Source: an optimization exercise on an open RTL-to-GDS flow (aim: small area, a short achievable clock period and few clock cycles per item). Production flows keep margins and buffers that such runs may drop.
Where RTL was checked, it was by simulation tests only, not by an equivalence proof against the original.
Power figures rest on the tool's default switching activity, not on a simulated workload.

Setup of run P:
Design uri_component_splitter_top, start of the top module:
module uri_component_splitter_top #(
  parameter int MAX_LEN = ucs_pkg::MAX_LEN_DEF
) (
  input  logic              clk,
  input  logic              rst,
  input  logic              uri_valid,
  output logic              uri_ready,
  input  logic [ucs_pkg::CH_W-1:0]   uri_ch,
  input  logic              uri_end_of_uri,
  output logic              rec_valid,
  input  logic              rec_ready,
  output logic [2:0]        rec_component,
  output logic [ucs_pkg::OFS_W-1:0]  rec_start_offset,
  output logic [ucs_pkg::OFS_W-1:0]  rec_length,
  output logic [ucs_pkg::PORT_W-1:0] rec_port_value,
  output logic              rec_abs_flag,
  output logic              rec_frag_only_flag,
  output logic              rec_overflow,
  output logic              rec_last
);
clock: 5.0 ns
lec_check: 0
cap_margin: 20
core_margin: 2
core_utilization: 40
setup_slack_margin: 3.0
slew_margin: 20
run.sh (not shown) runs the stock make flow with config.mk's settings and CLKGATE_MAP_FILE= SYNTH_SCRIPT=/design/flow/synth_recipe.tcl, a recipe that flattens the netlist after the stock synthesis.
Modified inputs, run F compared to run P
- swapping 3.0 for 2.0 in SETUP_SLACK_MARGIN
[summary]
Ratio of cells with drive above 1 in the final layout delta for run F relative to run P: 24 points lower. Synthesis-to-finish area growth came out lower on run F than on run P. Run F vs. run P: power has decreased, number of cells on the worst reg-to-reg path has decreased, largest net degree at the start of global routing has increased. Run F can be clocked faster than run P. In run F, the sum of routed wire length over all layers came out about 18% below the value in run P. Run F vs. run P: global-route wire length before repair went down by about 13%. Buffers inserted during post-CTS setup optimization, run F and run P: larger value in run P. Against run P, tightest hold margin in run F came out better. Cmp run F and run P / worst slew margin relative to its limit / higher: run F.
Function was not checked in any run of this note: the RTL went through the layout flow alone.

* * *

Setup of yarrow:
uri_component_splitter_top, a different RTL version from the one above (not shown whole).
For scale: ~1100 cells after synthesis, about 64 I/O pins, roughly 12000 um2 of cells after synthesis.
export LEC_CHECK = 0
export CAP_MARGIN = 20
export CORE_MARGIN = 2
export CORE_UTILIZATION = 40
export SETUP_SLACK_MARGIN = 2.5
export SLEW_MARGIN = 20
create_clock -name core_clock -period 5.0 [get_ports {clk}]
yarrow: all stages complete, timing, DRC and antenna checks passed
Testbench counts of yarrow, summed over its fixed seeds: cycles 95,490, items 94,275.
Inputs modified between yarrow and violet:
Settings: CTS_CLUSTER_SIZE now 28, previously not set; CTS_CLUSTER_DIAMETER now 100, previously not set; SETUP_SLACK_MARGIN now 2.0, was 2.5.
==> flow/flow/run.sh (new file) <==
#!/bin/bash
# The standard layout, with the port buffers made from buf_2 cells instead of
# the delay buffers buffer_ports picks by default.
set -e
export BUFFER_PORTS_ARGS="-buffer_cell sky130_fd_sc_hd__buf_2"
bash standard.sh > standard.log 2>&1
==> flow/standard.sh (new file) <==
#!/bin/bash
# synth_recipe.tcl (not shown) runs the flow's synth.tcl, then flattens the netlist and writes it again
# the make line also repeats each setting of config.mk as NAME=value (left out here)
make -C /OpenROAD-flow-scripts/flow DESIGN_CONFIG=/design/flow/config.mk WORK_HOME=/design/flow/orfs CLKGATE_MAP_FILE= SYNTH_SCRIPT=/design/flow/synth_recipe.tcl "${@:-finish}"
removed: flow/run.sh
Notes after the runs:
- violet: full flow OK, the timing, DRC and antenna checks passed
- yarrow has higher layout overhead on the synthesized area than violet.
- Setup slack ended up 0.045 ns lower on violet than on yarrow.
- A library cell contributing the largest single delay on the critical path of sky130_fd_sc_hd__dfxtp_4 is what violet shows, while sky130_fd_sc_hd__edfxtp_1 belongs to yarrow.
- Share of the clock period used by the worst path after layout delta for violet relative to yarrow: 0.91 points higher
- | via count | violet vs yarrow | better |
- Compared with yarrow, in violet clock group power now smaller, share of the synthesized netlist area taken by xor and xnor gates barely changed.
Here is what was changed in the inputs of onyx compared with violet.
Settings: CTS_CLUSTER_SIZE removed (was 28); CTS_CLUSTER_DIAMETER removed (was 100).
==> flow/run.sh (new file) <==
#!/bin/bash
# synth_recipe.tcl (not shown) runs the flow's synth.tcl, then flattens the netlist and writes it again
# the make line also repeats each setting of config.mk as NAME=value (left out here)
make -C /OpenROAD-flow-scripts/flow DESIGN_CONFIG=/design/flow/config.mk WORK_HOME=/design/flow/orfs CLKGATE_MAP_FILE= SYNTH_SCRIPT=/design/flow/synth_recipe.tcl finish
removed: flow/flow/run.sh
removed: flow/standard.sh
Findings:
For violet, the startpoint of the most critical setup path was u_emit.pick[8]$_SDFFE_PP0P_, unlike onyx, where it was u_parser.acc[9]$_SDFFE_PP0P_.
onyx vs violet: met2 capacity usage during global routing down in onyx
Max HPWL after detailed placement across onyx and violet: violet
Design area up 870 um2 in onyx wrt violet

* * *

job 2102:
Another version of the RTL of uri_component_splitter_top (not shown whole).
Size: roughly 1000 cells after synthesis, about 64 I/O pins, ~0.011 mm2 of cells after synthesis.
==> flow/config.mk <==
export PLATFORM = sky130hd
export DESIGN_NAME = uri_component_splitter_top
export DESIGN_NICKNAME = uri_component_splitter_top
export VERILOG_FILES = /design/flow/design.v
export SDC_FILE = /design/flow/constraint.sdc
export NUM_CORES = 4
export LEC_CHECK = 0
export CAP_MARGIN = 20
export CORE_MARGIN = 2
export CORE_UTILIZATION = 40
export CTS_CLUSTER_DIAMETER = 100
export CTS_CLUSTER_SIZE = 28
export SETUP_SLACK_MARGIN = 2.3
export SLEW_MARGIN = 20
==> flow/constraint.sdc <==
create_clock -name core_clock -period 5.0 [get_ports {clk}]
set_input_delay 1.0000 -clock core_clock [delete_from_list [all_inputs] [get_ports {clk}]]
set_output_delay 1.0000 -clock core_clock [all_outputs]
set_load 0.01 [all_outputs]
standard.sh (not shown) runs the stock make flow with config.mk's settings and CLKGATE_MAP_FILE= SYNTH_SCRIPT=/design/flow/synth_recipe.tcl, a recipe that flattens the netlist after the stock synthesis.
==> flow/flow/run.sh <==
#!/bin/bash
# The standard layout, with the port buffers made from buf_2 cells instead of
# the delay buffers buffer_ports picks by default.
set -e
export BUFFER_PORTS_ARGS="-buffer_cell sky130_fd_sc_hd__buf_2"
bash standard.sh > standard.log 2>&1
Testbench counts of job 2102, summed over its fixed seeds: cycles 95,248, items 94,275.
The inputs of job 9536 differ from those of job 2102 as listed below.
Settings: changing SETUP_SLACK_MARGIN from 2.3 to 2.6.
==> flow/run.sh (new file) <==
#!/bin/bash
# synth_recipe.tcl (not shown) runs the flow's synth.tcl, then flattens the netlist and writes it again
# the make line also repeats each setting of config.mk as NAME=value (left out here)
make -C /OpenROAD-flow-scripts/flow DESIGN_CONFIG=/design/flow/config.mk WORK_HOME=/design/flow/orfs CLKGATE_MAP_FILE= SYNTH_SCRIPT=/design/flow/synth_recipe.tcl finish
removed: flow/flow/run.sh
removed: flow/standard.sh
==> comparison <==
- Compared to job 2102, the routing of job 9536 uses more wire.
- Job 9536 has largest net degree at the start of global routing below what job 2102 had.
- In the tables for job 9536 and job 2102, clock period minus worst slack reads lower with job 9536.
- Job 2102 and job 9536 ended up with roughly the same sequential cell area in the final layout.
- | hold slack | lower: job 2102 |
What job 6647 does differently from job 9536 at the input level:
Settings: changing SETUP_SLACK_MARGIN from 2.6 to 2.5.
==> flow/flow/run.sh (new file) <==
#!/bin/bash
# The standard layout, with the port buffers made from buf_2 cells instead of
# the delay buffers buffer_ports picks by default.
set -e
export BUFFER_PORTS_ARGS="-buffer_cell sky130_fd_sc_hd__buf_2"
bash standard.sh > standard.log 2>&1
==> flow/standard.sh (new file) <==
#!/bin/bash
# synth_recipe.tcl (not shown) runs the flow's synth.tcl, then flattens the netlist and writes it again
# the make line also repeats each setting of config.mk as NAME=value (left out here)
make -C /OpenROAD-flow-scripts/flow DESIGN_CONFIG=/design/flow/config.mk WORK_HOME=/design/flow/orfs CLKGATE_MAP_FILE= SYNTH_SCRIPT=/design/flow/synth_recipe.tcl "${@:-finish}"
removed: flow/run.sh
[summary]
- Job 6647: full flow OK, the timing, DRC and antenna checks passed
- Final cell area excluding filler cells (lower): job 6647
- Job 6647: global routing met2 resource utilization lower than job 9536
- Job 6647 vs job 9536, setup slack on the worst flop-to-flop path went down by 0.06 ns.
- Looking at global-route usage across job 9536 and job 6647, the one that comes out lower is job 6647.
- On sequential power, job 9536 and job 6647 are basically level.
- Summary of job 6647 over job 9536: sum of net half-perimeters after detailed placement down about 1.2%, total power of the final layout down 0.59%.
Input-level comparison between job 492 and job 6647:
Settings: swapping 2.5 for 2.3 in SETUP_SLACK_MARGIN.
==> flow/run.sh (new file) <==
#!/bin/bash
# synth_recipe.tcl (not shown) runs the flow's synth.tcl, then flattens the netlist and writes it again
# the make line also repeats each setting of config.mk as NAME=value (left out here)
make -C /OpenROAD-flow-scripts/flow DESIGN_CONFIG=/design/flow/config.mk WORK_HOME=/design/flow/orfs CLKGATE_MAP_FILE= SYNTH_SCRIPT=/design/flow/synth_recipe.tcl finish
removed: flow/flow/run.sh
removed: flow/standard.sh
### Flow results
Diff job 6647 and job 492: maximum clock frequency lower in job 6647. Fraction of area in clock buffers and inverters for job 492 is higher than for job 6647. Reported for job 6647 and job 492, number of H-tree branching levels turned out identical to the last digit.

* * *

Another version of the RTL of uri_component_splitter_top (not shown whole).
Size: about 1000 cells after synthesis, ~220 flip-flops, ~64 I/O pins, roughly 0.011 mm² of cells after synthesis.
==> flow/config.mk <==
export PLATFORM = sky130hd
export DESIGN_NAME = uri_component_splitter_top
export DESIGN_NICKNAME = uri_component_splitter_top
export VERILOG_FILES = /design/flow/design.v
export SDC_FILE = /design/flow/constraint.sdc
export NUM_CORES = 4
export LEC_CHECK = 0
export CAP_MARGIN = 20
export CORE_MARGIN = 2
export CORE_UTILIZATION = 40
export SETUP_SLACK_MARGIN = 2.0
export SLEW_MARGIN = 20
==> flow/constraint.sdc <==
create_clock -name core_clock -period 5.0 [get_ports {clk}]
set_input_delay 1.0000 -clock core_clock [delete_from_list [all_inputs] [get_ports {clk}]]
set_output_delay 1.0000 -clock core_clock [all_outputs]
set_load 0.01 [all_outputs]
run.sh (not shown) runs the stock make flow with config.mk's settings and CLKGATE_MAP_FILE= SYNTH_SCRIPT=/design/flow/synth_recipe.tcl, a recipe that flattens the netlist after the stock synthesis.
Stock flow here: none of the scripts above is used.
The starting point completed without violations.
Next try:
- SETUP_SLACK_MARGIN: 2.0 -> 2.5
Result:
- clock skew barely changes
- synthesized cell count is unchanged
- setup slack loses 0.022 ns
- final cell count goes up by 3.7%
No run of this note included a check of the RTL's function; only the layout flow was run.

-- what the ideal ports hide --
Ports are ideal in the flow. The routed layouts listed here were re-timed in OpenROAD. Step 1, drivers: a clkbuf_16 drives clk and a buf_2 each remaining input, both assumed. Step 2 moves the port delays by t, midway between the first and last clock arrival at a register: inputs arrive t later, outputs are due t later. That takes back most of the time a late clock gives input paths. Slacks: ideal / step 1 / step 2; pairs: ideal / step 1.
run	t, ns	setup WS [ns]	worst data-port slew with drivers (ns)
run P	0.577	1.628 / 1.628 / 1.628	0.05
run F	0.575	1.665 / 1.665 / 1.609	0.04
yarrow	0.572	2.104 / 2.104 / 2.065	0.04
violet	0.528	2.058 / 2.020 / 1.792	0.04
onyx	0.556	2.111 / 2.100 / 1.710	0.05
job 2102	0.528	2.218 / 2.218 / 2.042	0.03
job 9536	0.521	2.374 / 2.374 / 2.170	0.03
job 6647	0.520	2.311 / 2.311 / 2.187	0.03
job 492	0.522	2.341 / 2.306 / 1.896	0.03
the first run of note 4	0.556	1.707 / 1.662 / 1.603	0.06
the second run of note 4	0.562	1.685 / 1.634 / 1.832	0.05
After both steps setup and hold are still met in every run listed. The setup slack of job 492, which loses most, moves by -0.035 ns with the drivers and by -0.445 ns with both steps.
